From an optimization exercise on the open Yosys and OpenROAD flow, aimed at small area, a short achievable clock period and few clock cycles; shortcuts taken in it are not production practice. Where RTL was checked, it was by simulation tests only, not by an equivalence proof against the original. Only the layout flow was run in run 1; the RTL was not checked for function there.

[flow/flow/run.sh]
#!/bin/bash
set -euo pipefail
M=5.6
bash standard.sh "SETUP_SLACK_MARGIN=$M" \
  "BUFFER_PORTS_ARGS=-buffer_cell sky130_fd_sc_hd__buf_1" \
  "CTS_ARGS=-sink_clustering_enable -repair_clock_nets -dont_use_dummy_load -buf_list {sky130_fd_sc_hd__clkbuf_4 sky130_fd_sc_hd__clkbuf_8}" \
  finish > make_finish.log 2>&1
[flow/standard.sh]
#!/bin/bash
# synth_recipe.tcl (not shown) runs the flow's synth.tcl, then flattens the netlist and writes it again
# the make line also repeats each setting of config.mk as NAME=value (left out here)
make -C /OpenROAD-flow-scripts/flow DESIGN_CONFIG=/design/flow/config.mk WORK_HOME=/design/flow/orfs CLKGATE_MAP_FILE= SYNTH_SCRIPT=/design/flow/synth_recipe.tcl "${@:-finish}"
[flow/config.mk]
export PLATFORM = sky130hd
export DESIGN_NAME = invoice_amount_parser
export DESIGN_NICKNAME = invoice_amount_parser
export VERILOG_FILES = /design/flow/design.v
export SDC_FILE = /design/flow/constraint.sdc
export NUM_CORES = 4
export LEC_CHECK = 0
export CAP_MARGIN = 20
export CORE_MARGIN = 2
export CORE_UTILIZATION = 75
export CTS_BUF_LIST = sky130_fd_sc_hd__clkbuf_4 sky130_fd_sc_hd__clkbuf_8
export SLEW_MARGIN = 20
[flow/constraint.sdc]
create_clock -name core_clock -period 9.0 [get_ports {clk}]
set_input_delay 1.8000 -clock core_clock [delete_from_list [all_inputs] [get_ports {clk}]]
set_output_delay 1.8000 -clock core_clock [all_outputs]
set_load 0.01 [all_outputs]
[flow/design.v]
`timescale 1ns / 1ps
`default_nettype none
package iap_pkg;
	localparam int CHAR_W         = 8;
	localparam int SAT_W          = 57;
	localparam int FLASH_W        = 5;
	localparam int MAX_DIGITS_DEF = 12;
	localparam logic [1:0] ST_OK        = 2'd0;
	localparam logic [1:0] ST_NO_DIGITS = 2'd1;
	localparam logic [1:0] ST_UNIT_ERR  = 2'd2;
	localparam logic [1:0] ST_OVERFLOW  = 2'd3;
endpackage
`default_nettype wire
`timescale 1ns / 1ps
`default_nettype none
module iap_mul10_add #(
	parameter int W = 57
) (
	input  wire [W-1:0] a,
	input  wire [3:0]   d,
	output wire [W-1:0] s
);
	localparam int N  = W;          
	localparam int NP = N + 1;      
	localparam int LV = (NP > 64) ? 7 : (NP > 32) ? 6 : (NP > 16) ? 5 : (NP > 8) ? 4 : 3;
	wire [2:0] xl = d[3] ? 3'b111 : d[2:0];
	wire       y0 = d[3];
	wire       ci = d[3] & d[0];
	wire [N-1:0] x = {a[W-4:0], xl};       
	wire [N-1:0] y = {a[W-2:0], y0};       
	wire [NP-1:0] g0 = {x & y, ci};
	wire [NP-1:0] p0 = {x ^ y, 1'b0};
	wire [NP-1:0] gl [LV+1];
	wire [NP-1:0] pl [LV+1];
	assign gl[0] = g0;
	assign pl[0] = p0;
	genvar l, i;
	generate
		for (l = 0; l < LV; l++) begin : g_lv
			for (i = 0; i < NP; i++) begin : g_pos
				if (((i >> l) & 1) == 1) begin : g_node
					localparam int J = ((i >> l) << l) - 1;
					assign gl[l+1][i] = gl[l][i] | (pl[l][i] & gl[l][J]);
					assign pl[l+1][i] = pl[l][i] & pl[l][J];
				end else begin : g_pass
					assign gl[l+1][i] = gl[l][i];
					assign pl[l+1][i] = pl[l][i];
				end
			end
		end
	endgenerate
	assign s = (x ^ y) ^ gl[LV][N-1:0];
endmodule
`default_nettype wire
`timescale 1ns / 1ps
`default_nettype none
import iap_pkg::*;
module invoice_amount_parser #(
	parameter int MAX_DIGITS = MAX_DIGITS_DEF
) (
	input  logic               clk,
	input  logic               arst_n,
	input  logic               in_valid,
	output logic               in_stall,
	input  logic [CHAR_W-1:0]  character,
	input  logic               last_char,
	output logic               out_valid,
	input  logic               out_stall,
	output logic [1:0]         status,
	output logic [SAT_W-1:0]   satoshis,
	output logic [FLASH_W-1:0] flash_count
);
	localparam logic [1:0] PH_SEEK  = 2'd0;
	localparam logic [1:0] PH_DIG   = 2'd1;
	localparam logic [1:0] PH_UNIT  = 2'd2;
	localparam logic [1:0] PH_DONE  = 2'd3;
	localparam logic [1:0] U_M = 2'd0;
	localparam logic [1:0] U_U = 2'd1;
	localparam logic [1:0] U_N = 2'd2;
	localparam logic [1:0] U_P = 2'd3;
	logic [1:0]  ph_q;
	logic [3:0]  cnt_q;       
	logic [3:0]  sig_q;       
	logic [1:0]  uk_q;        
	logic        ug_q;        
	logic [15:0] l_q;
	logic        accj_q;      
	logic        ended_q;     
	logic        loaded_q;    
	logic        stall_q;
	logic [1:0]  std_q;       
	logic [2:0]  kd_q;        
	logic [4:0]  oh_q;        
	logic [4:0]  kdh_q;       
	logic        g_q;         
	logic        dz_q;        
	logic [56:0] acc_q;
	logic [2:0]  k_q;         
	logic [2:0]  z_q;         
	logic        active_q;
	logic        eended_q;
	logic        ov_q;
	logic [1:0]  st_q;
	logic [4:0]  fl_q;
	logic is_dig, is_let, is_mnup;
	logic [1:0] kind;
	assign is_dig = (character >= 8'h30) && (character <= 8'h39);
	assign is_let = ((character >= 8'h61) && (character <= 8'h7a)) ||
	                ((character >= 8'h41) && (character <= 8'h5a));
	always_comb begin
		is_mnup = 1'b1;
		kind    = U_M;
		unique case (character)
			8'h6d:   kind = U_M;
			8'h75:   kind = U_U;
			8'h6e:   kind = U_N;
			8'h70:   kind = U_P;
			default: is_mnup = 1'b0;
		endcase
	end
	logic       ir_v, ir_dig, ir_let, ir_mnup, ir_last;
	logic [1:0] ir_kind;
	logic [3:0] ir_d;
	logic       accept, ir_v_n, ir_dig_n;
	assign accept   = in_valid && !stall_q;
	logic dec, pending, can_load, load, proc, fresh;
	assign dec      = ended_q || (ph_q == PH_DONE);
	assign pending  = dec && !loaded_q;
	assign can_load = !active_q && !ov_q;
	assign load     = pending && can_load;
	assign fresh    = ended_q && (loaded_q || load);
	logic blocked;
	assign blocked  = (ended_q && !loaded_q && !load) ||
	                  (ir_dig && !fresh && (ph_q == PH_DIG) && (cnt_q >= 4'd4) &&
	                   (cnt_q < 4'(MAX_DIGITS)) && (active_q || ov_q));
	assign proc     = ir_v && !blocked;
	logic [1:0]  ph_b, ph_n;
	logic [3:0]  cnt_b, sig_b, cnt_n;
	logic        ug_b;
	logic        in_run, take, ovf_set, unit_hit, pop;
	logic        ended_n, loaded_n;
	assign ph_b   = fresh ? PH_SEEK : ph_q;
	assign cnt_b  = fresh ? 4'd0 : cnt_q;
	assign sig_b  = fresh ? 4'd0 : sig_q;
	assign ug_b   = fresh ? 1'b0 : ug_q;
	assign in_run   = proc && ir_dig && ((ph_b == PH_SEEK) || (ph_b == PH_DIG));
	assign take     = in_run && (cnt_b < 4'(MAX_DIGITS));
	assign ovf_set  = in_run && !(cnt_b < 4'(MAX_DIGITS));
	assign unit_hit = proc && ir_let && ((ph_b == PH_DIG) || (ph_b == PH_UNIT));
	assign pop      = take && (cnt_b >= 4'd4);
	always_comb begin
		ph_n = ph_b;
		unique case (ph_b)
			PH_SEEK: if (ir_dig) ph_n = PH_DIG;
			PH_DIG:  if (ir_let) ph_n = PH_DONE; else if (!ir_dig) ph_n = PH_UNIT;
			PH_UNIT: if (ir_let) ph_n = PH_DONE;
			default: ph_n = PH_DONE;
		endcase
	end
	assign ended_n  = proc ? ir_last : ended_q;
	assign loaded_n = (proc && fresh) ? 1'b0 : (loaded_q || load);
	assign cnt_n    = proc ? (take ? cnt_b + 4'd1 : (ovf_set ? 4'd13 : cnt_b)) : cnt_q;
	always_ff @(posedge clk or negedge arst_n) begin
		if (!arst_n) begin
			ended_q  <= 1'b1;
			loaded_q <= 1'b1;
		end else begin
			ended_q  <= ended_n;
			loaded_q <= loaded_n;
		end
	end
	logic [1:0] ph_x, uk_x;
	logic       ug_x, accj_x;
	assign ph_x   = proc ? ph_n : ph_q;
	assign ug_x   = proc ? (unit_hit ? ir_mnup : ug_b) : ug_q;
	assign uk_x   = unit_hit ? ir_kind : uk_q;
	assign accj_x = proc ? ((fresh ? 1'b0 : accj_q) || pop) : accj_q;
	always_ff @(posedge clk) begin
		ph_q   <= ph_x;
		ug_q   <= ug_x;
		cnt_q  <= cnt_n;
		accj_q <= accj_x;
		uk_q   <= uk_x;
		if (proc) begin
			if (take) begin
				sig_q <= (sig_b == 4'd0) ? {3'd0, ir_d != 4'd0} : sig_b + 4'd1;
			end else begin
				sig_q <= sig_b;
			end
		end
	end
	logic       shift;
	logic [3:0] wsel;
	assign shift = epop || pop;
	logic [4:0] ohc, oh_n;
	assign ohc  = load ? kdh_q : oh_q;
	assign wsel = epop ? ohc[4:1] : {ohc[4] | ohc[3], ohc[2:0]};
	always_comb begin
		unique case ({epop, take && !pop})
			2'b10:   oh_n = {1'b0, ohc[4:1]};
			2'b01:   oh_n = {ohc[3:0], 1'b0};
			default: oh_n = ohc;
		endcase
	end
	always_ff @(posedge clk) begin
		for (int i = 0; i < 4; i++) begin
			if (take && wsel[i]) begin
				l_q[15-4*i -: 4] <= ir_d;
			end else if (shift) begin
				l_q[15-4*i -: 4] <= (i == 3) ? 4'd0 : l_q[11-4*i -: 4];
			end
		end
	end
	logic [1:0] st_ld;
	logic [2:0] k_ld, z_ld;
	logic [4:0] fl_ld;
	logic       ok_ld;
	function automatic logic [1:0] f_status(input logic [1:0] ph, input logic [3:0] cnt, input logic ug);
		if (ph == PH_SEEK)             f_status = ST_NO_DIGITS;
		else if (cnt == 4'd13)         f_status = ST_OVERFLOW;
		else if (ph != PH_DONE || !ug) f_status = ST_UNIT_ERR;
		else                           f_status = ST_OK;
	endfunction
	function automatic logic [2:0] f_pops(input logic ok, input logic [1:0] uk, input logic [3:0] cnt);
		logic [2:0] c;
		c = (cnt >= 4'd4) ? 3'd4 : cnt[2:0];
		if (!ok)            f_pops = 3'd0;
		else if (uk == U_N) f_pops = c - 3'd1;
		else if (uk == U_P) f_pops = 3'd0;
		else                f_pops = c;
	endfunction
	assign st_ld = std_q;
	assign ok_ld = (std_q == ST_OK);
	assign k_ld  = kd_q;
	always_comb begin
		z_ld  = 3'd0;
		fl_ld = 5'd1;
		if (ok_ld) begin
			unique case (uk_q)
				U_M: begin z_ld = 3'd5; if (sig_q != 4'd0) fl_ld = {1'b0, sig_q} + 5'd5; end
				U_U: begin z_ld = 3'd2; if (sig_q != 4'd0) fl_ld = {1'b0, sig_q} + 5'd2; end
				U_N: begin              if (sig_q > 4'd1)  fl_ld = {1'b0, sig_q} - 5'd1; end
				default: begin          if (sig_q > 4'd4)  fl_ld = {1'b0, sig_q} - 5'd4; end
			endcase
		end
	end
	logic        step, epop, eend_now, eended_n, fin;
	logic [2:0]  k_n, z_n;
	logic        active_n, ov_n;
	logic lpop;
	assign lpop     = load && (k_ld != 3'd0);
	assign epop     = (active_q && (k_q != 3'd0)) || lpop;
	assign step     = active_q && ((k_q != 3'd0) || (z_q != 3'd0));
	assign eend_now = proc && ir_last && !ended_q && (loaded_q || load);
	assign eended_n = load ? (ended_q || eend_now) : (eended_q || eend_now);
	assign k_n      = load ? (k_ld - {2'd0, lpop}) : ((active_q && (k_q != 3'd0)) ? k_q - 3'd1 : k_q);
	assign z_n      = load ? z_ld : ((step && !epop) ? z_q - 3'd1 : z_q);
	logic kz_n, zz_n;
	assign kz_n     = load ? (k_ld[2:1] == 2'd0) :
	                  ((k_q[2:1] == 2'd0) && (!k_q[0] || active_q));
	assign zz_n     = load ? (z_ld == 3'd0) :
	                  ((z_q[2:1] == 2'd0) && (!z_q[0] || (active_q && (k_q == 3'd0))));
	assign fin      = (load || active_q) && kz_n && zz_n && eended_n;
	assign active_n = (load || active_q) && !fin;
	assign ov_n     = fin || (ov_q && out_stall);
	logic busy_n, load_n, fresh_n, blocked_n, pending_x;
	assign busy_n    = active_n || ov_n;
	assign load_n    = pending_x && !busy_n;
	assign fresh_n   = ended_n && (loaded_n || load_n);
	assign blocked_n = (ended_n && !loaded_n && !load_n) ||
	                   (ir_dig_n && !fresh_n && (ph_x == PH_DIG) && (cnt_n >= 4'd4) &&
	                    (cnt_n < 4'(MAX_DIGITS)) && busy_n);
	assign ir_v_n    = accept || (ir_v && !proc);
	assign ir_dig_n  = accept ? is_dig : ir_dig;
	always_ff @(posedge clk or negedge arst_n) begin
		if (!arst_n) begin
			ir_v <= 1'b0;
		end else begin
			ir_v <= ir_v_n;
		end
	end
	always_ff @(posedge clk) begin
		if (accept) begin
			ir_dig  <= is_dig;
			ir_let  <= is_let;
			ir_mnup <= is_mnup;
			ir_kind <= kind;
			ir_d    <= character[3:0];
			ir_last <= last_char;
		end
	end
	always_ff @(posedge clk or negedge arst_n) begin
		if (!arst_n) begin
			active_q <= 1'b0;
			ov_q     <= 1'b0;
			stall_q  <= 1'b0;
		end else begin
			active_q <= active_n;
			ov_q     <= ov_n;
			stall_q  <= ir_v_n && blocked_n;
		end
	end
	logic [56:0] h_a, h_s;
	logic [3:0]  h_d;
	logic step_x, ok_x, g_x, dz_x;
	logic [2:0] kld_x;
	assign step_x    = active_n && !(kz_n && zz_n);
	assign pending_x = (ended_n || (ph_x == PH_DONE)) && !loaded_n;
	logic [1:0] st_x;
	assign st_x      = f_status(ph_x, cnt_n, ug_x);
	assign ok_x      = (st_x == ST_OK);
	assign kld_x     = f_pops(ok_x, uk_x, cnt_n);
	assign g_x       = step_x || (pending_x ? (ok_x && accj_x) : accj_x);
	assign dz_x      = step_x ? kz_n : (pending_x && (kld_x == 3'd0));
	assign h_a = acc_q;
	assign h_d = dz_q ? 4'd0 : l_q[15:12];
	iap_mul10_add #(.W(57)) u_h (.a(h_a), .d(h_d), .s(h_s));
	always_ff @(posedge clk or negedge arst_n) begin
		if (!arst_n) begin
			oh_q  <= 5'b00001;
		end else begin
			oh_q  <= oh_n;
		end
	end
	always_ff @(posedge clk) begin
		g_q  <= g_x;
		dz_q <= dz_x;
	end
	always_ff @(posedge clk) begin
		std_q    <= st_x;
		kd_q     <= kld_x;
		kdh_q    <= 5'b00001 << kld_x;
		eended_q <= eended_n;
		k_q      <= k_n;
		z_q      <= z_n;
		if (load) begin
			st_q  <= st_ld;
			fl_q  <= fl_ld;
		end
		if (step || pop || (load && ((k_ld != 3'd0) || !(ok_ld && accj_q)))) begin
			acc_q <= g_q ? h_s : {53'd0, h_d};
		end
	end
	assign in_stall    = stall_q;
	assign out_valid   = ov_q;
	assign status      = st_q;
	assign satoshis    = acc_q;
	assign flash_count = fl_q;
endmodule
`default_nettype wire
==> results.yml, run 1 <==
sta:
  tns_ns: 0
  hold_viol_final: 0
  setup_viol: 0
  grt_setup_unrepaired: "true"
  fin_skew_ns: 0.0138
  max_freq_mhz: 305
  drv_slew: 0
  hold_ws_ns: 0.496
  max_slew_margin_pct: 51.0
  tightest_slew_ns: 0.729
  min_period_ns: 3.28
  final.period_utilization_pct: 36.4
drt:
  drt-wirelength-per-cell_um: 18.6
  drt-total-wl_um: 21100
  vias: 7534
  route.detailed.drc: 0
  drt_iter0_drc: 703
  drt_first_pass_iters: 6
  vias_per_cell: 6.63
  final_antenna_net_count: 0
min_path:
  worstHoldPathType: "register to register"
  holdPathStages: 2
  min_from: "eended_q"
  hold_path_end: "eended_q"
synthesis:
  ys_warn_count: 2
  syn_nets: 1004
  synth-edff-count: 99
  ys_top_cells_by_area: "edfxtp_1, ha_1, dfxtp_1"
  synth.top_cell.area_share_pct: 32.6
  async_reset_ff_share_pct: 8.21
  synth-seq-cells: 134
  synth_top_cell_by_area: "edfxtp_1"
  ys_seq_area_share_pct: 40.9
  synth_area_per_cell_sq_um: 10.0
  synth_ff_type: "edfxtp_1"
  syn_inst: 909
  synth_cell_type_count: 93
  syn-cell-area_sq_mm: 0.00912
  ys_top_cells_by_count: "edfxtp_1, nand2_1, ha_1"
  synth.most_common_cell: "edfxtp_1"
floorplan:
  start_util_pct: 76.3
  rows: 40
  io_pins: 79
  core-area_sq_mm: 0.0120
  die_w_um: 114
  die-area_sq_mm: 0.0131
  die_y_um: 114
global_route:
  grt.total_usage_pct: 33.0
  grt_first_pass_wirelength_um: 34000
  grt_pass1_vias: 7267
  grt_overflow: 0
  grt_max_degree: 58
  antenna_found_initial: 0
setup_path:
  critical_path.max_fanout: 11
  worst_setup_path_end_kind: "register"
  rrSetupSlack_ns: 5.72
  startpoint_type: "register"
  crit_type: "register to register"
  regToRegEndpoint: "acc_q[43]"
  crit_arrival_ns: 3.48
  required_ns: 9.20
  r2r_start: "l_q[15]"
  ff2ff_path_depth: 11
cts:
  cts_tree: "done"
  cts_inserted_buffers: 17
  path_clk_slew_ns: 0.07
  root_buffer: "clkbuf_8"
  clockBufferDepth: 2
  cts-htree-levels: 4
  clock_sinks: 134
  insertion_delay_ns: 0.45
status:
  status: "finished clean"
placement:
  dp_hpwl_um: 15500
  routabilityCongestion: 0.880
  io_buffer_count: 78
cells_and_area:
  diodes: 0
  syn_to_final_growth_pct: 8.44
  final-seq-area_sq_mm: 0.00373
  drive_gt1_share_pct: 10.2
  nets: 1087
  multiInputGateArea_sq_mm: 0.00509
  fillers: 709
job:
  cap_violations: 0
[repair_timing]
| item | CTS | global route |
|---|---|---|
| gates resized for setup | 7 | 8 |
| hold buffers | 0 | 0 |
| pin swaps | 3 | 4 |
| setup endpoints to repair | 93 | 33 |
| endpoints found under the hold margin | 0 | 0 |
| setup buffers | 6 | 5 |
[kinds of logic (layout without fill, tap and decap cells)]
| group | after synthesis | count (layout) | synth area share [%] |
|---|---|---|---|
| adder cells (fa/ha/maj) | 82 | 82 | 11.6 |
| AO/OA/AOI/OAI | 242 | 242 | 19.6 |
| multiplexers | 27 | 27 | 3.42 |
| buffers and inverters | 84 | 165 | 3.87 |
| flip-flops | 134 | 134 | 40.9 |
| XOR/XNOR | 40 | 40 | 3.92 |
| AND/OR/NAND/NOR | 300 | 300 | 16.7 |
[critical path: stages, from the launching register on]
cell and delay (ns):
edfxtp_1 0.43, nor2_1 0.12, nor2_1 0.06, ha_1 0.34, a21oi_1 0.27, a211oi_1 0.14
a211oi_2 0.29, a21oi_4 0.19, a311oi_4 0.44, nor2_1 0.14, a2111o_1 0.43, and3_1 0.18
[cell type report]
class                      instances  share of cell area (%)
clock buffer                      17                    2.37
sequential                       134                    37.8
tap                              147                    1.86
multi-input combinational        691                    51.5
inverter                          55                    2.13
timing repair buffer              93                    4.39
[cells in the final DEF, fill, tap and decap left out, types with 14 or more instances in the layout]
master | netlist | layout
a21oi_1 | 52 | 50
buf_1 | 2 | 78
clkbuf_8 | 0 | 17
dfxtp_1 | 24 | 24
edfxtp_1 | 99 | 99
ha_1 | 78 | 78
inv_1 | 53 | 52
nand2_1 | 79 | 79
nand2b_1 | 14 | 14
nand3_1 | 17 | 17
nor2_1 | 76 | 76
nor3_1 | 32 | 32
o21ai_0 | 49 | 48
xnor2_1 | 27 | 27
[flip-flops by register name, indices dropped and copies added, names as in the netlist, 2 cells and up]
| register | cells |
|---|---|
| sig_q | 4 |
| fl_q | 5 |
| ph_q | 2 |
| kd_q | 3 |
| uk_q | 2 |
| ir_kind | 2 |
| kdh_q | 5 |
| oh_q | 5 |
| k_q | 3 |
| cnt_q | 4 |
| st_q | 2 |
| ir_d | 4 |
| z_q | 3 |
| l_q | 16 |
| std_q | 2 |
| acc_q | 57 |
[layer usage]
layer | part of all wire (%) | wire [um] | global-route usage (%) | up-vias
li1 | - | - | - | 3557
met1 | 40 | 8460 | 40.2 | 3596
met2 | 51 | 10700 | 57.2 | 323
met3 | 6.0 | 1260 | 5.88 | 58
met4 | 3.3 | 706 | 15.1 | 0
met5 | 0 | 0 | 0 | -
[worst max path at each step]
stage | start | end | slack (ns) | cells past startpoint
floorplan | ov_q | dz_q | 5.66 | 15
global placement | l_q[15] | acc_q[51] | 5.43 | 11
detailed placement | l_q[15] | acc_q[51] | 5.20 | 11
CTS | l_q[15] | acc_q[43] | 5.68 | 11
global route | l_q[15] | acc_q[43] | 5.55 | 11
finish | l_q[15] | acc_q[43] | 5.72 | 11
[metrics by stage]
| step | setup WS, ns | utilization [%] | instances | area (sq um) |
|---|---|---|---|---|
| 6_report | 5.72 | 82.7 | 1137 | 9890 |
| 5_1_grt | 5.55 | 82.7 | 1137 | 9890 |
| 4_1_cts | 5.68 | 82.2 | 1132 | 9830 |
| 3_5_place_dp | 5.20 | 79.4 | 1109 | 9500 |
| 3_3_place_gp | 5.43 | 79.4 | 1109 | 9500 |
| 2_1_floorplan | 5.66 | - | 909 | 9140 |
==> inputs of run 2 (changes only) <==
--- a/flow/design.v
+++ b/flow/design.v
@@ -90,8 +90,7 @@
 	logic        stall_q;
 	logic [1:0]  std_q;       
 	logic [2:0]  kd_q;        
-	logic [4:0]  oh_q;        
-	logic [4:0]  kdh_q;       
+	logic [2:0]  occ_q;       
 	logic        g_q;         
 	logic        dz_q;        
 	logic [56:0] acc_q;
@@ -127,13 +126,10 @@
 	assign dec      = ended_q || (ph_q == PH_DONE);
 	assign pending  = dec && !loaded_q;
 	assign can_load = !active_q && !ov_q;
-	assign load     = pending && can_load;
-	assign fresh    = ended_q && (loaded_q || load);
-	logic blocked;
-	assign blocked  = (ended_q && !loaded_q && !load) ||
-	                  (ir_dig && !fresh && (ph_q == PH_DIG) && (cnt_q >= 4'd4) &&
-	                   (cnt_q < 4'(MAX_DIGITS)) && (active_q || ov_q));
-	assign proc     = ir_v && !blocked;
+	logic load_q, fresh_q, blocked_q;
+	assign load     = load_q;
+	assign fresh    = fresh_q;
+	assign proc     = ir_v && !blocked_q;
 	logic [1:0]  ph_b, ph_n;
 	logic [3:0]  cnt_b, sig_b, cnt_n;
 	logic        ug_b;
@@ -190,21 +186,15 @@
 		end
 	end
 	logic       shift;
-	logic [3:0] wsel;
+	logic [2:0] wpos;
 	assign shift = epop || pop;
-	logic [4:0] ohc, oh_n;
-	assign ohc  = load ? kdh_q : oh_q;
-	assign wsel = epop ? ohc[4:1] : {ohc[4] | ohc[3], ohc[2:0]};
-	always_comb begin
-		unique case ({epop, take && !pop})
-			2'b10:   oh_n = {1'b0, ohc[4:1]};
-			2'b01:   oh_n = {ohc[3:0], 1'b0};
-			default: oh_n = ohc;
-		endcase
-	end
+	logic [2:0] occ_cur, occ_n;
+	assign occ_cur = load ? kd_q : occ_q;
+	assign wpos    = (occ_cur == 3'd4) ? 3'd3 : occ_cur - {2'd0, epop};
+	assign occ_n   = occ_cur - {2'd0, epop} + {2'd0, take && !pop};
 	always_ff @(posedge clk) begin
 		for (int i = 0; i < 4; i++) begin
-			if (take && wsel[i]) begin
+			if (take && wpos == 3'(i)) begin
 				l_q[15-4*i -: 4] <= ir_d;
 			end else if (shift) begin
 				l_q[15-4*i -: 4] <= (i == 3) ? 4'd0 : l_q[11-4*i -: 4];
@@ -294,10 +284,16 @@
 			active_q <= 1'b0;
 			ov_q     <= 1'b0;
 			stall_q  <= 1'b0;
+			load_q   <= 1'b0;
+			fresh_q  <= 1'b1;
+			blocked_q <= 1'b0;
 		end else begin
 			active_q <= active_n;
 			ov_q     <= ov_n;
 			stall_q  <= ir_v_n && blocked_n;
+			load_q   <= load_n;
+			fresh_q  <= fresh_n;
+			blocked_q <= blocked_n;
 		end
 	end
 	logic [56:0] h_a, h_s;
@@ -309,7 +305,7 @@
 	logic [1:0] st_x;
 	assign st_x      = f_status(ph_x, cnt_n, ug_x);
 	assign ok_x      = (st_x == ST_OK);
-	assign kld_x     = f_pops(ok_x, uk_x, cnt_n);
+	assign kld_x     = f_pops(ok_x, uk_x, proc ? cnt_b : cnt_q);
 	assign g_x       = step_x || (pending_x ? (ok_x && accj_x) : accj_x);
 	assign dz_x      = step_x ? kz_n : (pending_x && (kld_x == 3'd0));
 	assign h_a = acc_q;
@@ -317,9 +313,9 @@
 	iap_mul10_add #(.W(57)) u_h (.a(h_a), .d(h_d), .s(h_s));
 	always_ff @(posedge clk or negedge arst_n) begin
 		if (!arst_n) begin
-			oh_q  <= 5'b00001;
+			occ_q <= 3'd0;
 		end else begin
-			oh_q  <= oh_n;
+			occ_q <= occ_n;
 		end
 	end
 	always_ff @(posedge clk) begin
@@ -329,7 +325,6 @@
 	always_ff @(posedge clk) begin
 		std_q    <= st_x;
 		kd_q     <= kld_x;
-		kdh_q    <= 5'b00001 << kld_x;
 		eended_q <= eended_n;
 		k_q      <= k_n;
 		z_q      <= z_n;
==> flow/flow/run.sh (replaced) <==
#!/bin/bash
set -euo pipefail
M=5.8
bash standard.sh "SETUP_SLACK_MARGIN=$M" \
  "BUFFER_PORTS_ARGS=-buffer_cell sky130_fd_sc_hd__buf_1" \
  "CTS_ARGS=-sink_clustering_enable -repair_clock_nets -dont_use_dummy_load -buf_list {sky130_fd_sc_hd__clkbuf_4 sky130_fd_sc_hd__clkbuf_8}" \
  finish > make_finish.log 2>&1
--- a/flow/config.mk
+++ b/flow/config.mk
@@ -7,6 +7,6 @@
 export LEC_CHECK = 0
 export CAP_MARGIN = 20
 export CORE_MARGIN = 2
-export CORE_UTILIZATION = 75
+export CORE_UTILIZATION = 60
 export CTS_BUF_LIST = sky130_fd_sc_hd__clkbuf_4 sky130_fd_sc_hd__clkbuf_8
 export SLEW_MARGIN = 20
==> results.yml, run 2 <==
status:
  status: "finished clean"
synthesis:
  synth-edff-count: 99
  synth-seq-cells: 130
  ys_warn_count: 2
  synth_area_per_cell_sq_um: 10.4
  synth_ff_type: "edfxtp_1"
  ys_top_cells_by_area: "edfxtp_1, ha_1, dfxtp_1"
  synth.most_common_cell: "edfxtp_1"
  syn_nets: 884
  ys_top_cells_by_count: "edfxtp_1, nor2_1, ha_1"
  ys_seq_area_share_pct: 44.4
  synth.top_cell.area_share_pct: 36.1
  synth_cell_type_count: 76
  async_reset_ff_share_pct: 9.23
  synth_top_cell_by_area: "edfxtp_1"
  syn_inst: 791
  syn-cell-area_sq_mm: 0.00824
cells_and_area:
  finish.utilization_pct: 69.3
  diodes: 0
  largest_register_ffs: 57
  final_cell_mix: "edfxtp_1, buf_1, nor2_1"
  fillers: 1051
  syn_to_final_growth_pct: 12.2
  fin_cells: 1065
  drive_gt1_share_pct: 11.5
  nets: 984
  layout_commonest_cell: "edfxtp_1"
  reg_top3: "acc_q: 57 flops, l_q: 16 flops, fl_q: 5 flops"
  regMostFlops: "acc_q"
setup_path:
  startpoint_type: "register"
  critical_path.max_fanout: 4
  rrSetupSlack_ns: 5.74
  required_ns: 9.16
  critPathBufInv: 1
  worst_setup_path_end_kind: "register"
  crit_type: "register to register"
  regToRegEndpoint: "acc_q[55]"
  crit_arrival_ns: 3.42
  ff2ff_path_depth: 13
  cpPeakStageDelay_ns: 0.44
  crit_chain: "nor2_1 > nor2_1 > ha_1 > nand4b_4 > a21oi_4 > o2111ai_4 > a2111oi_4 > buf_4 > o211ai_4 > a2111oi_4 > o31a_2 > o21a_2 > nor3_2"
  critPathSlowestCell: "edfxtp_1"
  r2r_start: "l_q[15]"
  cpLargestDelayFamily: "compound AO/OA/AOI/OAI gates"
cts:
  path_clk_slew_ns: 0.07
  cts_tree: "done"
  cts_inserted_buffers: 17
  clock_sinks: 130
  clockBufferDepth: 2
  cts-htree-levels: 4
  root_buffer: "clkbuf_8"
  insertion_delay_ns: 0.44
drt:
  final_antenna_net_count: 0
  vias: 6282
  drt_first_pass_iters: 5
  drt-total-wl_um: 17400
  drt_iter0_drc: 394
  route.detailed.drc: 0
  drt-wirelength-per-cell_um: 16.4
  vias_per_cell: 5.90
min_path:
  min_from: "std_q[0]"
  hold_path_end: "st_q[0]"
  holdPathStages: 0
  worstHoldPathType: "register to register"
floorplan:
  io_pins: 79
  rows: 42
  core-area_sq_mm: 0.0133
  die-area_sq_mm: 0.0147
  die_w_um: 121
  start_util_pct: 61.7
  die_y_um: 121
job:
  cap_violations: 0
placement:
  routabilityCongestion: 0.890
  io_buffer_count: 78
  placed_cells: 1028
  dp_hpwl_um: 12500
sta:
  tightest_slew_ns: 0.982
  fin_skew_ns: 0.0240
  max_freq_mhz: 307
  hold_ws_ns: 0.466
  setup_viol: 0
  max_slew_margin_pct: 34.4
  grt_setup_unrepaired: "true"
  tns_ns: 0
  hold_viol_final: 0
  drv_slew: 0
  min_period_ns: 3.26
  final.period_utilization_pct: 36.2
global_route:
  grt_overflow: 0
  grt_max_degree: 58
  grt_first_pass_wirelength_um: 28000
  grt.total_usage_pct: 23.9
  grt_pass1_vias: 6008
  antenna_found_initial: 0
==> run 2: cell type report <==
cell class / count / area, sq um / share of cell area [%]
multi-input combinational: 605 / 4530 / 49.0
sequential: 130 / 3660 / 39.6
timing repair buffer: 101 / 465 / 5.04
clock buffer: 17 / 234 / 2.53
tap: 176 / 220 / 2.38
inverter: 36 / 135 / 1.46
==> run 2: timing repair <==
| item | 4_1_cts | 5_1_grt |
|---|---|---|
| pin swaps | 7 | 9 |
| cloned | 0 | 0 |
| hold endpoints to repair | 0 | 0 |
| setup buffers | 4 | 16 |
| setup endpoints to repair | 16 | 49 |
| hold buffers | 0 | 0 |
| gates resized for setup | 4 | 23 |
==> run 2: through the flow <==
step	setup WS, ns	cell area (sq um)
6_report	5.74	9240
4_1_cts	5.79	8990
3_3_place_gp	5.62	8700
2_1_floorplan	5.91	8240
3_5_place_dp	5.54	8700
5_1_grt	5.57	9240
==> run 2: worst max path at each step <==
| stage | cells past startpoint | endpoint | slack, ns | start |
|---|---|---|---|---|
| 6_report | 13 | acc_q[55] | 5.74 | l_q[15] |
| 5_1_grt | 13 | acc_q[55] | 5.57 | l_q[15] |
| 4_1_cts | 10 | acc_q[43] | 5.79 | acc_q[7] |
| 3_5_place_dp | 12 | acc_q[56] | 5.54 | l_q[15] |
| 3_3_place_gp | 12 | acc_q[56] | 5.62 | l_q[15] |
| 2_1_floorplan | 12 | acc_q[56] | 5.91 | l_q[15] |
==> run 2: metal layers <==
| metal | global-route usage [%] | part of all wire [%] |
|---|---|---|
| met1 | 29.5 | 44 |
| met2 | 42.2 | 51 |
| met3 | 4.09 | 3.2 |
| met4 | 8.84 | 1.4 |
| met5 | 0 | 0 |
==> run 2: cells by family (layout without fill, tap and decap cells) <==
| family | Yosys count | in the layout | share of synthesized area (%) |
|---|---|---|---|
| and+or+nand+nor | 268 | 268 | 16.5 |
| AOI/OAI and AO/OA | 183 | 183 | 15.5 |
| DFF | 130 | 130 | 44.4 |
| xor gates and xnor gates | 46 | 46 | 4.89 |
| muxes | 28 | 28 | 3.62 |
| adders and majority gates | 80 | 80 | 12.5 |
| buffers and inverters | 56 | 154 | 2.55 |
Testbench counts of run 2, summed over its fixed seeds: cycles 33,131.
==> inputs of run 3 (changes only) <==
==> flow/flow/run.sh (replaced) <==
#!/bin/bash
set -euo pipefail
M=5.7
bash standard.sh "SETUP_SLACK_MARGIN=$M" \
  "BUFFER_PORTS_ARGS=-buffer_cell sky130_fd_sc_hd__buf_1" \
  "CTS_ARGS=-sink_clustering_enable -repair_clock_nets -dont_use_dummy_load -buf_list {sky130_fd_sc_hd__clkbuf_4 sky130_fd_sc_hd__clkbuf_8}" \
  finish > make_finish.log 2>&1
==> results.yml, run 3 <==
drt:
  drt_first_pass_iters: 4
  vias: 6225
  vias_per_cell: 5.89
  drt-total-wl_um: 17100
  drt_iter0_drc: 355
  drt-wirelength-per-cell_um: 16.2
  final_antenna_net_count: 0
  route.detailed.drc: 0
floorplan:
  die_y_um: 121
  io_pins: 79
  start_util_pct: 61.7
  die_w_um: 121
  core-area_sq_mm: 0.0133
  die-area_sq_mm: 0.0147
  rows: 42
synthesis:
  ys_top_cells_by_count: "edfxtp_1, nor2_1, ha_1"
  synth_ff_type: "edfxtp_1"
  async_reset_ff_share_pct: 9.23
  synth-seq-cells: 130
  synth_area_per_cell_sq_um: 10.4
  synth.most_common_cell: "edfxtp_1"
  ys_warn_count: 2
  synth.top_cell.area_share_pct: 36.1
  ys_top_cells_by_area: "edfxtp_1, ha_1, dfxtp_1"
  synth_top_cell_by_area: "edfxtp_1"
  syn_nets: 884
  syn-cell-area_sq_mm: 0.00824
  syn_inst: 791
  synth-edff-count: 99
  ys_seq_area_share_pct: 44.4
  synth_cell_type_count: 76
sta:
  max_slew_margin_pct: 37.0
  final.period_utilization_pct: 36.8
  tightest_slew_ns: 0.944
  grt_setup_unrepaired: "true"
  tns_ns: 0
  min_period_ns: 3.31
  drv_slew: 0
  fin_skew_ns: 0.0248
  setup_viol: 0
  hold_viol_final: 0
  max_freq_mhz: 302
cts:
  insertion_delay_ns: 0.44
  root_buffer: "clkbuf_8"
  clock_sinks: 130
  cts_inserted_buffers: 17
  cts-htree-levels: 4
  cts_tree: "done"
  clockBufferDepth: 2
  path_clk_slew_ns: 0.06
cells_and_area:
  reg_top3: "acc_q: 57 flops, l_q: 16 flops, fl_q: 5 flops"
  layout_commonest_cell: "edfxtp_1"
  finish.utilization_pct: 68.1
  fin_cells: 1056
  design_area_sq_mm: 0.00909
  final_cell_mix: "edfxtp_1, buf_1, nor2_1"
  drive_gt1_share_pct: 9.20
  regMostFlops: "acc_q"
  diodes: 0
  syn_to_final_growth_pct: 10.3
  nets: 975
  largest_register_ffs: 57
placement:
  placed_area_sq_mm: 0.00870
  io_buffer_count: 78
  routabilityCongestion: 0.890
  placed_cells: 1028
  dp_hpwl_um: 12500
setup_path:
  worst_setup_path_end_kind: "register"
  required_ns: 9.16
  critical_path.max_fanout: 5
  cpPeakStageDelay_ns: 0.43
  rrSetupSlack_ns: 5.69
  critPathSlowestCell: "edfxtp_1"
  crit_arrival_ns: 3.47
  crit_type: "register to register"
  startpoint_type: "register"
  crit_chain: "ha_1 > a21o_1 > a221o_1 > o31ai_1 > o21ai_0 > a21oi_2 > a2111oi_4 > o31a_2 > nor3_1 > nor3_2"
global_route:
  grt_first_pass_wirelength_um: 27800
  grt.total_usage_pct: 23.8
  grt_overflow: 0
  grt_max_degree: 58
  grt_pass1_vias: 6013
  antenna_found_initial: 0
status:
  status: "finished clean"
job:
  cap_violations: 0
min_path:
  worstHoldPathType: "register to register"
-- run 3: cell counts after synthesis --
No cell type changed its count.
-- run 3: path summary, 6_finish.rpt --
path / start / end / cells past startpoint
hold / removal: std_q[0] / st_q[0] / 0
hold reg to reg: std_q[0] / st_q[0] / 0
min in group asynchronous: arst_n / ov_q / 1
max in group asynchronous: arst_n / load_q / 1
setup reg to reg: acc_q[39] / acc_q[55] / 10
setup / recovery: acc_q[39] / acc_q[55] / 10
-- run 3: metrics by stage --
step,hold WS (ns),worst slack (ns)
2_1_floorplan,0.423,5.91
3_5_place_dp,0.438,5.54
5_1_grt,0.487,5.52
3_3_place_gp,0.438,5.62
6_report,0.465,5.69
4_1_cts,0.470,5.68
-- run 3: cell type report --
cell class / instances / area, sq um
Inverter: 36 / 135
Clock buffer: 17 / 234
Sequential cell: 130 / 3660
Multi-Input combinational cell: 605 / 4440
Timing Repair Buffer: 92 / 398
Fill cell: 1069 / 4260
Tap cell: 176 / 220
-- run 3: timing repair --
| action | in CTS | in global routing |
|---|---|---|
| hold buffers | 0 | 0 |
| cloned | 0 | 0 |
| setup buffers | 2 | 9 |
| setup endpoints to repair | 5 | 31 |
| gates resized for setup | 0 | 14 |
| pin swaps | 2 | 7 |
-- run 3: cell families (layout without fill, tap and decap cells) --
family / count (synthesis) / after routing / share of synthesized area [%]
buffers and inverters: 56 / 145 / 2.55
adder cells (fa/ha/maj): 80 / 80 / 12.5
AND/OR/NAND/NOR: 268 / 268 / 16.5
flip-flops: 130 / 130 / 44.4
XOR/XNOR: 46 / 46 / 4.89
AO/OA/AOI/OAI: 183 / 183 / 15.5
multiplexers: 28 / 28 / 3.62
-- run 3: worst max-delay path: cells and delay by family, from the launching register on --
| family | cells | cell delay, ns |
|---|---|---|
| flip-flops | 1 | 0.43 |
| AO/OA/AOI/OAI | 7 | 1.99 |
| AND/OR/NAND/NOR | 2 | 0.25 |
| adder cells (fa/ha/maj) | 1 | 0.39 |
-- run 3: metal layers --
metal / vias up / routed length, um / GRT usage [%]
li1: 3096 / - / -
met4: 0 / 271 / 8.84
met3: 20 / 596 / 4.09
met1: 2977 / 7600 / 29.4
met2: 132 / 8680 / 41.7
met5: - / 0 / 0
==> inputs of run 4 (changes only) <==
==> flow/flow/run.sh (replaced) <==
#!/bin/bash
set -euo pipefail
M=5.5
bash standard.sh "SETUP_SLACK_MARGIN=$M" \
  "BUFFER_PORTS_ARGS=-buffer_cell sky130_fd_sc_hd__buf_1" \
  "CTS_ARGS=-sink_clustering_enable -repair_clock_nets -dont_use_dummy_load -buf_list {sky130_fd_sc_hd__clkbuf_4 sky130_fd_sc_hd__clkbuf_8}" \
  finish > make_finish.log 2>&1
==> results.yml, run 4 <==
sta:
  final.period_utilization_pct: 37.5
  setup_viol: 0
  max_freq_mhz: 297
  min_period_ns: 3.37
  grt_setup_unrepaired: "true"
  max_slew_margin_pct: 32.3
  tightest_slew_ns: 1.02
  hold_viol_final: 0
  drv_slew: 0
  fin_skew_ns: 0.0246
  tns_ns: 0
synthesis:
  synth_area_per_cell_sq_um: 10.4
  ys_seq_area_share_pct: 44.4
  synth.most_common_cell: "edfxtp_1"
  syn_nets: 884
  syn-cell-area_sq_mm: 0.00824
  synth_top_cell_by_area: "edfxtp_1"
  ys_top_cells_by_count: "edfxtp_1, nor2_1, ha_1"
  synth-seq-cells: 130
  synth.top_cell.area_share_pct: 36.1
  synth_ff_type: "edfxtp_1"
  ys_top_cells_by_area: "edfxtp_1, ha_1, dfxtp_1"
  synth_cell_type_count: 76
  syn_inst: 791
  async_reset_ff_share_pct: 9.23
  ys_warn_count: 2
  synth-edff-count: 99
cells_and_area:
  syn_to_final_growth_pct: 9.16
  fillers: 1070
  finish.utilization_pct: 67.4
  regMostFlops: "acc_q"
  drive_gt1_share_pct: 7.66
  layout_commonest_cell: "edfxtp_1"
  largest_register_ffs: 57
  fin_cells: 1051
  nets: 970
  reg_top3: "acc_q: 57 flops, l_q: 16 flops, fl_q: 5 flops"
  diodes: 0
  design_area_sq_mm: 0.00899
  final_cell_mix: "edfxtp_1, buf_1, nor2_1"
min_path:
  hold_path_end: "st_q[0]"
  min_from: "std_q[0]"
  worstHoldPathType: "register to register"
  holdPathStages: 0
floorplan:
  die-area_sq_mm: 0.0147
  die_y_um: 121
  core-area_sq_mm: 0.0133
  io_pins: 79
  die_w_um: 121
  rows: 42
  start_util_pct: 61.7
cts:
  clockBufferDepth: 2
  holdBufCountCts: 0
  clock_sinks: 130
  root_buffer: "clkbuf_8"
  cts_tree: "done"
  cts-htree-levels: 4
  insertion_delay_ns: 0.44
  cts_inserted_buffers: 17
  path_clk_slew_ns: 0.08
status:
  status: "finished clean"
global_route:
  grt_pass1_vias: 6017
  grt_overflow: 0
  grt_max_degree: 58
  antenna_found_initial: 0
  grt_first_pass_wirelength_um: 27800
  grt.total_usage_pct: 23.8
setup_path:
  regToRegEndpoint: "acc_q[56]"
  crit_top_cell: "a2111oi_4"
  crit_chain: "ha_1 > and4_1 > and3_1 > a2111oi_4 > buf_4 > a2111oi_4 > buf_4 > o211ai_4 > a2111oi_4 > nor3_1 > nor3_1 > nor3b_2"
  rrSetupSlack_ns: 5.63
  critPathSlowestCell: "a2111oi_4"
  startpoint_type: "register"
  crit_arrival_ns: 3.56
  critical_path.max_fanout: 4
  required_ns: 9.18
  cpPeakStageDelay_ns: 0.46
  crit_path_start: "acc_q[7]"
  crit_type: "register to register"
  ff2ff_path_depth: 12
  worst_setup_path_end_kind: "register"
  r2r_start: "acc_q[7]"
drt:
  drt_iter0_drc: 380
  route.detailed.drc: 0
  drt-total-wl_um: 16900
  final_antenna_net_count: 0
  vias_per_cell: 5.89
  drt-wirelength-per-cell_um: 16.1
  vias: 6193
  drt_first_pass_iters: 4
placement:
  placed_cells: 1028
  placed_area_sq_mm: 0.00870
  io_buffer_count: 78
  routabilityCongestion: 0.890
  dp_hpwl_um: 12500
job:
  cap_violations: 0
-- run 4: cell counts after synthesis --
No cell type changed its count.
-- run 4: stage by stage --
| stage | hold WS [ns] | setup WS [ns] |
|---|---|---|
| 5_1_grt | 0.487 | 5.48 |
| 3_5_place_dp | 0.438 | 5.54 |
| 6_report | 0.466 | 5.63 |
| 2_1_floorplan | 0.423 | 5.91 |
| 3_3_place_gp | 0.438 | 5.62 |
| 4_1_cts | 0.470 | 5.52 |
-- run 4: cell type report --
class | instances | area [sq um] | share of cell area (%)
sequential | 130 | 3660 | 40.7
tap | 176 | 220 | 2.45
timing repair buffer | 87 | 360 | 4.01
clock buffer | 17 | 234 | 2.60
inverter | 36 | 135 | 1.50
multi-input combinational | 605 | 4380 | 48.8
-- run 4: kinds of logic (layout without fill, tap and decap cells) --
logic type,count (synthesis),after routing,synth area share [%]
xor+xnor,46,46,4.89
fa+ha+maj,80,80,12.5
simple gates,268,268,16.5
buf+inv,56,140,2.55
flops,130,130,44.4
compound gates,183,183,15.5
mux,28,28,3.62
-- run 4: layer usage --
layer,vias to the layer above,global-route usage [%],part of all wire [%]
met5,-,0,0
met4,0,8.84,1.8
met3,21,4.09,3.4
met2,136,41.7,50
met1,2961,29.3,45
li1,3075,-,-
-- run 4: critical path: cells and delay by family (launching register included) --
family	cells	cell delay, ns
AND/OR/NAND/NOR	5	0.98
AO/OA/AOI/OAI	4	0.94
flip-flops	1	0.44
adder cells (fa/ha/maj)	1	0.39
buffers and inverters	2	0.36
-- run 4: how the worst max path moves through the flow --
stage               slack, ns   endpoint  depth (start not counted)
floorplan                5.91  acc_q[56]                         12
global placement         5.62  acc_q[56]                         12
detailed placement       5.54  acc_q[56]                         12
CTS                      5.52  acc_q[56]                         12
global route             5.48  acc_q[56]                         13
finish                   5.63  acc_q[56]                         12
-- run 4: repair_timing --
action                                  in CTS  in global routing
endpoints found under the setup margin       0                  9
setup buffers                                0                  6
gates resized for setup                      0                  2
==> inputs of run 5 (changes only) <==
==> flow/flow/run.sh (replaced) <==
#!/bin/bash
set -euo pipefail
M=5.6
bash standard.sh "SETUP_SLACK_MARGIN=$M" \
  "BUFFER_PORTS_ARGS=-buffer_cell sky130_fd_sc_hd__buf_1" \
  "CTS_ARGS=-sink_clustering_enable -repair_clock_nets -dont_use_dummy_load -buf_list {sky130_fd_sc_hd__clkbuf_4 sky130_fd_sc_hd__clkbuf_8}" \
  finish > make_finish.log 2>&1
--- a/flow/config.mk
+++ b/flow/config.mk
@@ -9,4 +9,5 @@
 export CORE_MARGIN = 2
 export CORE_UTILIZATION = 60
 export CTS_BUF_LIST = sky130_fd_sc_hd__clkbuf_4 sky130_fd_sc_hd__clkbuf_8
+export PLACE_DENSITY = 0.7
 export SLEW_MARGIN = 20
==> results.yml, run 5 <==
setup_path:
  regToRegEndpoint: "acc_q[43]"
  startpoint_type: "register"
  r2r_start: "acc_q[9]"
  critical_path.max_fanout: 7
  required_ns: 9.19
  ff2ff_path_depth: 12
  worst_setup_path_end_kind: "register"
  crit_type: "register to register"
  rrSetupSlack_ns: 5.74
  crit_arrival_ns: 3.45
synthesis:
  syn_inst: 791
  synth-seq-cells: 130
  ys_top_cells_by_area: "edfxtp_1, ha_1, dfxtp_1"
  synth.most_common_cell: "edfxtp_1"
  synth.top_cell.area_share_pct: 36.1
  synth_cell_type_count: 76
  syn-cell-area_sq_mm: 0.00824
  synth_area_per_cell_sq_um: 10.4
  syn_nets: 884
  ys_warn_count: 2
  synth-edff-count: 99
  synth_ff_type: "edfxtp_1"
  async_reset_ff_share_pct: 9.23
  ys_top_cells_by_count: "edfxtp_1, nor2_1, ha_1"
  ys_seq_area_share_pct: 44.4
  synth_top_cell_by_area: "edfxtp_1"
global_route:
  grt.total_usage_pct: 24.7
  grt_max_degree: 58
  antenna_found_initial: 0
  grt_pass1_vias: 6144
  grt_first_pass_wirelength_um: 28800
  grt_overflow: 0
drt:
  vias_per_cell: 5.88
  final_antenna_net_count: 0
  drt_iter0_drc: 361
  drt_first_pass_iters: 5
  route.detailed.drc: 0
  drt-total-wl_um: 17300
  vias: 6190
  drt-wirelength-per-cell_um: 16.4
cells_and_area:
  final_cell_mix: "edfxtp_1, buf_1, nor2_1"
  syn_to_final_growth_pct: 9.74
  nets: 972
  drive_gt1_share_pct: 8.44
  reg_top3: "acc_q: 57 flops, l_q: 16 flops, fl_q: 5 flops"
  regMostFlops: "acc_q"
  diodes: 0
  largest_register_ffs: 57
  layout_commonest_cell: "edfxtp_1"
  finish.utilization_pct: 67.7
  fillers: 1069
sta:
  grt_setup_unrepaired: "true"
  max_freq_mhz: 306
  min_period_ns: 3.26
  hold_viol_final: 0
  drv_slew: 0
  final.period_utilization_pct: 36.3
  tightest_slew_ns: 0.925
  fin_skew_ns: 0.0232
  setup_viol: 0
  max_slew_margin_pct: 38.3
  tns_ns: 0
floorplan:
  start_util_pct: 61.7
  rows: 42
  io_pins: 79
  core-area_sq_mm: 0.0133
  die_y_um: 121
  die-area_sq_mm: 0.0147
  die_w_um: 121
placement:
  dp_hpwl_um: 12700
  routabilityCongestion: 0.861
  io_buffer_count: 78
min_path:
  worstHoldPathType: "register to register"
  holdPathStages: 0
  hold_path_end: "st_q[1]"
  min_from: "std_q[1]"
status:
  status: "finished clean"
cts:
  holdBufCountCts: 0
  insertion_delay_ns: 0.44
  root_buffer: "clkbuf_8"
  path_clk_slew_ns: 0.06
  clockBufferDepth: 2
  clock_sinks: 130
  cts_tree: "done"
  cts-htree-levels: 4
  cts_inserted_buffers: 17
job:
  cap_violations: 0
[run 5: cell counts after synthesis]
Identical to the previous run, type by type.
[run 5: how the worst max path moves through the flow]
stage,from,end,slack [ns]
floorplan,l_q[15],acc_q[56],5.91
global placement,l_q[15],acc_q[56],5.61
detailed placement,l_q[15],acc_q[56],5.50
CTS,acc_q[9],acc_q[43],5.58
global route,l_q[15],acc_q[55],5.57
finish,acc_q[9],acc_q[43],5.74
[run 5: layer usage]
metal	share of wire [%]	up-vias	global-route usage, %
met5	0	-	0
met2	51	125	43.1
met3	3.5	32	4.70
li1	-	3085	-
met4	2.6	0	10.1
met1	43	2948	29.9
[run 5: critical path: stages (launching register included)]
cell and delay, ns:
edfxtp_1 0.46, ha_1 0.38, and4_1 0.29, and3_1 0.22, a2111oi_4 0.18, buf_4 0.19, a2111oi_4 0.08, buf_4 0.16
o211ai_1 0.22, nand2_2 0.16, a221o_1 0.36, a21oi_1 0.21, mux2i_1 0.09
[run 5: timing repair]
item,CTS,global route
buffers inserted,1,7
pin swaps,1,5
endpoints found under the setup margin,2,25
gates resized for setup,0,7
[run 5: cell type report]
cell class | instances | area [sq um] | share of cell area, %
inverter | 36 | 135 | 1.50
sequential | 130 | 3660 | 40.5
timing repair buffer | 89 | 375 | 4.15
clock buffer | 17 | 234 | 2.59
tap | 176 | 220 | 2.44
multi-input combinational | 605 | 4410 | 48.8
[run 5: cells by family (layout without fill, tap and decap cells)]
logic type               after synthesis  after routing  synth area share [%]
AND/OR/NAND/NOR                      268            268                  16.5
AO/OA/AOI/OAI                        183            183                  15.5
flip-flops                           130            130                  44.4
adder cells (fa/ha/maj)               80             80                  12.5
buffers and inverters                 56            142                  2.55
XOR/XNOR                              46             46                  4.89
multiplexers                          28             28                  3.62
[run 5: stage by stage]
| step | area [sq um] | instances | setup WS [ns] | hold slack [ns] |
|---|---|---|---|---|
| after detailed placement | 8700 | 1028 | 5.50 | 0.440 |
| final | 9040 | 1053 | 5.74 | 0.449 |
| after global routing | 9040 | 1053 | 5.57 | 0.456 |
| after CTS | 8940 | 1046 | 5.58 | 0.449 |
| after global placement | 8700 | 1028 | 5.61 | 0.437 |
| after floorplan | 8240 | 791 | 5.91 | 0.423 |
==> inputs of run 6 (changes only) <==
--- a/flow/config.mk
+++ b/flow/config.mk
@@ -9,5 +9,5 @@
 export CORE_MARGIN = 2
 export CORE_UTILIZATION = 60
 export CTS_BUF_LIST = sky130_fd_sc_hd__clkbuf_4 sky130_fd_sc_hd__clkbuf_8
-export PLACE_DENSITY = 0.7
+export GPL_ROUTABILITY_DRIVEN = 0
 export SLEW_MARGIN = 20
==> results.yml, run 6 <==
global_route:
  grt.total_usage_pct: 23.8
  grt_pass1_vias: 6009
  gr-usage-met1_pct: 29.3
  grt_busiest_layer: "met2"
  grt.met3_usage_pct: 4.09
  grt_overflow: 0
  globalRouteMet2Util_pct: 41.7
  antenna_found_initial: 0
  grt_first_pass_wirelength_um: 27800
  grt_max_degree: 58
sta:
  tns_ns: 0
  tightest_slew_ns: 0.939
  max_slew_margin_pct: 37.3
  drv_slew: 0
  final.period_utilization_pct: 36.0
  fin_skew_ns: 0.0241
  max_freq_mhz: 309
  hold_viol_final: 0
  grt_setup_unrepaired: "true"
  setup_viol: 0
  min_period_ns: 3.24
cts:
  clockBufferDepth: 2
  cts-htree-levels: 4
  holdBufCountCts: 0
  root_buffer: "clkbuf_8"
  cts_inserted_buffers: 17
  path_clk_slew_ns: 0.08
  insertion_delay_ns: 0.44
  clock_sinks: 130
  cts_tree: "done"
synthesis:
  synth_top_cell_by_area: "edfxtp_1"
  ys_seq_area_share_pct: 44.4
  async_reset_ff_share_pct: 9.23
  synth_cell_type_count: 76
  synth.most_common_cell: "edfxtp_1"
  synth-edff-count: 99
  syn-cell-area_sq_mm: 0.00824
  ys_top_cells_by_area: "edfxtp_1, ha_1, dfxtp_1"
  synth.top_cell.area_share_pct: 36.1
  synth-seq-cells: 130
  synth_ff_type: "edfxtp_1"
  synth_area_per_cell_sq_um: 10.4
  syn_nets: 884
  ys_warn_count: 2
  syn_inst: 791
  ys_top_cells_by_count: "edfxtp_1, nor2_1, ha_1"
floorplan:
  start_util_pct: 61.7
  die_y_um: 121
  rows: 42
  io_pins: 79
  die-area_sq_mm: 0.0147
  die_w_um: 121
  core-area_sq_mm: 0.0133
cells_and_area:
  reg_top3: "acc_q: 57 flops, l_q: 16 flops, fl_q: 5 flops"
  diodes: 0
  fin_cells: 1052
  layout_commonest_cell: "edfxtp_1"
  nets: 971
  regMostFlops: "acc_q"
  final_cell_mix: "edfxtp_1, buf_1, nor2_1, ha_1, nand2_1"
  largest_register_ffs: 57
  syn_to_final_growth_pct: 9.51
  drive_gt1_share_pct: 8.22
placement:
  io_buffer_count: 78
  dp_hpwl_um: 12500
  placed_cells: 1028
setup_path:
  crit_arrival_ns: 3.43
  crit_type: "register to register"
  required_ns: 9.19
  worst_setup_path_end_kind: "register"
  startpoint_type: "register"
  critical_path.max_fanout: 5
drt:
  drt-total-wl_um: 17000
  drt-wirelength-per-cell_um: 16.1
  final_antenna_net_count: 0
  drt_first_pass_iters: 4
  drt_iter0_drc: 352
  vias_per_cell: 5.88
  vias: 6184
  route.detailed.drc: 0
status:
  status: "finished clean"
job:
  cap_violations: 0
min_path:
  worstHoldPathType: "register to register"
==> run 6: logic make-up (layout without fill, tap and decap cells) <==
logic type / after synthesis / after routing / synth area share, %
mux: 28 / 28 / 3.62
xor+xnor: 46 / 46 / 4.89
compound gates: 183 / 183 / 15.5
buf+inv: 56 / 141 / 2.55
simple gates: 268 / 268 / 16.5
fa+ha+maj: 80 / 80 / 12.5
flops: 130 / 130 / 44.4
==> run 6: final cells by class <==
cell class                      count  area (sq um)
Fill cell                        1073          4330
Timing Repair Buffer               88           368
Multi-Input combinational cell    605          4400
Sequential cell                   130          3660
Tap cell                          176           220
Clock buffer                       17           234
Inverter                           36           135
==> run 6: per-stage QoR <==
| step | worst slack [ns] | cell area, sq um | hold WS, ns | util, % |
|---|---|---|---|---|
| 3_5_place_dp | 5.54 | 8700 | 0.438 | 65.2 |
| 2_1_floorplan | 5.91 | 8240 | 0.423 | - |
| 6_report | 5.76 | 9020 | 0.469 | 67.6 |
| 3_3_place_gp | 5.62 | 8700 | 0.438 | 65.2 |
| 4_1_cts | 5.61 | 8940 | 0.470 | 67.0 |
| 5_1_grt | 5.53 | 9020 | 0.487 | 67.6 |
==> run 6: path summary, 6_finish.rpt <==
path,start,to,slack [ns],depth (start not counted)
max,l_q[15],acc_q[56],5.76,13
min,std_q[0],st_q[0],0.47,0
max reg2reg,l_q[15],acc_q[56],5.76,13
min reg2reg,std_q[0],st_q[0],0.47,0
max in group asynchronous,arst_n,load_q,7.19,1
min in group asynchronous,arst_n,ov_q,1.35,1
==> run 6: what timing repair did <==
action,in CTS,in global routing
setup endpoints to repair,2,17
pin swaps,1,6
endpoints found under the hold margin,0,0
resized for setup,0,8
setup buffers,1,6
==> run 6: metal layers <==
layer,wire length [um],up-vias
li1,-,3087
met1,7550,2948
met2,8520,128
met3,600,21
met4,306,0
met5,0,-
==> run 6: critical path: stages, from the launching register on <==
cell       delay [ns]
edfxtp_1         0.44
nor2_1           0.12
nor2_1           0.05
ha_1             0.35
nand4b_4         0.13
a21oi_4          0.21
o2111ai_4        0.17
a2111oi_4        0.37
buf_4            0.19
o211ai_4         0.11
a2111oi_4        0.42
nor3_2           0.11
nor3_2           0.24
nor3b_2          0.07
==> inputs of run 7 (changes only) <==
--- a/flow/config.mk
+++ b/flow/config.mk
@@ -9,5 +9,4 @@
 export CORE_MARGIN = 2
 export CORE_UTILIZATION = 60
 export CTS_BUF_LIST = sky130_fd_sc_hd__clkbuf_4 sky130_fd_sc_hd__clkbuf_8
-export GPL_ROUTABILITY_DRIVEN = 0
 export SLEW_MARGIN = 20
==> results.yml, run 7 <==
sta:
  max_freq_mhz: 309
  hold_viol_final: 0
  min_period_ns: 3.24
  max_slew_margin_pct: 37.3
  fin_skew_ns: 0.0241
  tightest_slew_ns: 0.939
  grt_setup_unrepaired: "true"
  tns_ns: 0
  setup_viol: 0
  hold_ws_ns: 0.469
  final.period_utilization_pct: 36.0
  drv_slew: 0
global_route:
  antenna_found_initial: 0
  grt_busiest_layer: "met2"
  gr-usage-met1_pct: 29.3
  grt_pass1_vias: 6009
  grt_first_pass_wirelength_um: 27800
  grt.met3_usage_pct: 4.09
  grt_overflow: 0
  grt.total_usage_pct: 23.8
  globalRouteMet2Util_pct: 41.7
  grt_max_degree: 58
synthesis:
  ys_seq_area_share_pct: 44.4
  ys_warn_count: 2
  synth.top_cell.area_share_pct: 36.1
  syn_nets: 884
  synth_area_per_cell_sq_um: 10.4
  synth_ff_type: "edfxtp_1"
  ys_top_cells_by_area: "edfxtp_1, ha_1, dfxtp_1"
  syn-cell-area_sq_mm: 0.00824
  synth.most_common_cell: "edfxtp_1"
  synth-edff-count: 99
  synth-seq-cells: 130
  synth_cell_type_count: 76
  ys_top_cells_by_count: "edfxtp_1, nor2_1, ha_1"
  syn_inst: 791
  async_reset_ff_share_pct: 9.23
  synth_top_cell_by_area: "edfxtp_1"
setup_path:
  rrSetupSlack_ns: 5.76
  r2r_start: "l_q[15]"
  cpLargestDelayFamily: "compound AO/OA/AOI/OAI gates"
  regToRegEndpoint: "acc_q[56]"
  crit_arrival_ns: 3.43
  startpoint_type: "register"
  crit_chain: "nor2_1 > nor2_1 > ha_1 > nand4b_4 > a21oi_4 > o2111ai_4 > a2111oi_4 > buf_4 > o211ai_4 > a2111oi_4 > nor3_2 > nor3_2 > nor3b_2"
  ff2ff_path_depth: 13
  crit_type: "register to register"
  critPathBufInv: 1
  cpPeakStageDelay_ns: 0.44
  critPathSlowestCell: "edfxtp_1"
  required_ns: 9.19
  critical_path.max_fanout: 5
  worst_setup_path_end_kind: "register"
cells_and_area:
  multiInputGateArea_sq_mm: 0.00440
  layout_commonest_cell: "edfxtp_1"
  finish.utilization_pct: 67.6
  diodes: 0
  fillers: 1073
  final-seq-area_sq_mm: 0.00366
  reg_top3: "acc_q: 57 flops, l_q: 16 flops, fl_q: 5 flops"
  fin_cells: 1052
  final_cell_mix: "edfxtp_1, buf_1, nor2_1, ha_1, nand2_1"
  drive_gt1_share_pct: 8.22
  nets: 971
  largest_register_ffs: 57
  regMostFlops: "acc_q"
  syn_to_final_growth_pct: 9.51
cts:
  cts_inserted_buffers: 17
  clock_sinks: 130
  clockBufferDepth: 2
  root_buffer: "clkbuf_8"
  holdBufCountCts: 0
  cts_tree: "done"
  path_clk_slew_ns: 0.08
  cts-htree-levels: 4
  insertion_delay_ns: 0.44
drt:
  vias_per_cell: 5.88
  final_antenna_net_count: 0
  drt-wirelength-per-cell_um: 16.1
  drt_first_pass_iters: 4
  drt_iter0_drc: 352
  drt-total-wl_um: 17000
  route.detailed.drc: 0
  vias: 6184
floorplan:
  die_w_um: 121
  die-area_sq_mm: 0.0147
  rows: 42
  start_util_pct: 61.7
  io_pins: 79
  die_y_um: 121
  core-area_sq_mm: 0.0133
job:
  cap_violations: 0
placement:
  routabilityCongestion: 0.890
  dp_hpwl_um: 12500
  placed_cells: 1028
  io_buffer_count: 78
status:
  status: "finished clean"
min_path:
  hold_path_end: "st_q[0]"
  holdPathStages: 0
  worstHoldPathType: "register to register"
  min_from: "std_q[0]"
## run 7: cell counts after synthesis
Identical to the previous run, type by type.
## run 7: timing repair
action | 4_1_cts | 5_1_grt
gates cloned | 0 | 0
endpoints found under the setup margin | 2 | 17
hold endpoints to repair | 0 | 0
setup buffers | 1 | 6
pin swaps | 1 | 6
gates resized for setup | 0 | 8
## run 7: how the worst max path moves through the flow
stage                     startpoint   endpoint  slack (ns)  cells after the start
after detailed placement     l_q[15]  acc_q[56]        5.54                     12
after floorplan              l_q[15]  acc_q[56]        5.91                     12
after CTS                    l_q[15]  acc_q[56]        5.61                     12
final                        l_q[15]  acc_q[56]        5.76                     13
after global placement       l_q[15]  acc_q[56]        5.62                     12
after global routing         l_q[15]  acc_q[56]        5.53                     13
## run 7: cell type report
class	count	share of cell area, %
sequential	130	40.6
timing repair buffer	88	4.08
tap	176	2.44
inverter	36	1.50
clock buffer	17	2.59
multi-input combinational	605	48.8
## run 7: per-stage QoR
| step | cell area (sq um) | setup slack [ns] |
|---|---|---|
| after CTS | 8940 | 5.61 |
| final | 9020 | 5.76 |
| after floorplan | 8240 | 5.91 |
| after detailed placement | 8700 | 5.54 |
| after global routing | 9020 | 5.53 |
| after global placement | 8700 | 5.62 |
## run 7: kinds of logic after synthesis
group                      Yosys count  share of synthesized area (%)
xor gates and xnor gates            46                           4.89
muxes                               28                           3.62
buffers and inverters               56                           2.55
DFF                                130                           44.4
AOI/OAI and AO/OA                  183                           15.5
and+or+nand+nor                    268                           16.5
adders and majority gates           80                           12.5
## run 7: metal layers
layer / vias to the layer above / share of wire (%)
li1: 3087 / -
met1: 2948 / 44
met2: 128 / 50
met3: 21 / 3.5
met4: 0 / 1.8
met5: - / 0
## run 7: worst register-to-register path, delay by kind of cell (launching register included)
kind | cells | cell delay (ns)
AND/OR/NAND/NOR | 6 | 0.72
adder cells (fa/ha/maj) | 1 | 0.36
buffers and inverters | 1 | 0.19
AO/OA/AOI/OAI | 5 | 1.28
flip-flops | 1 | 0.44

re-timing with driven ports:
Ports are ideal in the flow. The routed layouts listed here were re-timed in OpenROAD.
Step 1: set_driving_cell puts a clkbuf_16 on clk and a buf_2 on each other input, an assumption about the parent block.
Step 2 also shifts input and output timing later by t, the mid clock arrival at the registers, as if the neighbouring blocks saw the same clock.
a / b / c = ideal ports / drivers / drivers and shift; a / b = the first two.
run	t, ns	slack for setup (ns)	clock arrival spread, ns	pins driven straight from the clock port
run 1	0.476	5.723 / 5.723 / 5.723	0.015 / 0.015	1
run 2	0.467	5.738 / 5.738 / 5.738	0.024 / 0.024	1
run 3	0.466	5.688 / 5.688 / 5.688	0.025 / 0.025	1
run 4	0.465	5.629 / 5.629 / 5.629	0.025 / 0.024	1
run 5	0.468	5.736 / 5.736 / 5.736	0.023 / 0.024	1
run 6	0.465	5.759 / 5.759 / 5.750	0.025 / 0.025	1
run 7	0.465	5.759 / 5.759 / 5.750	0.025 / 0.025	1
After both steps setup and hold are still met in every run listed.
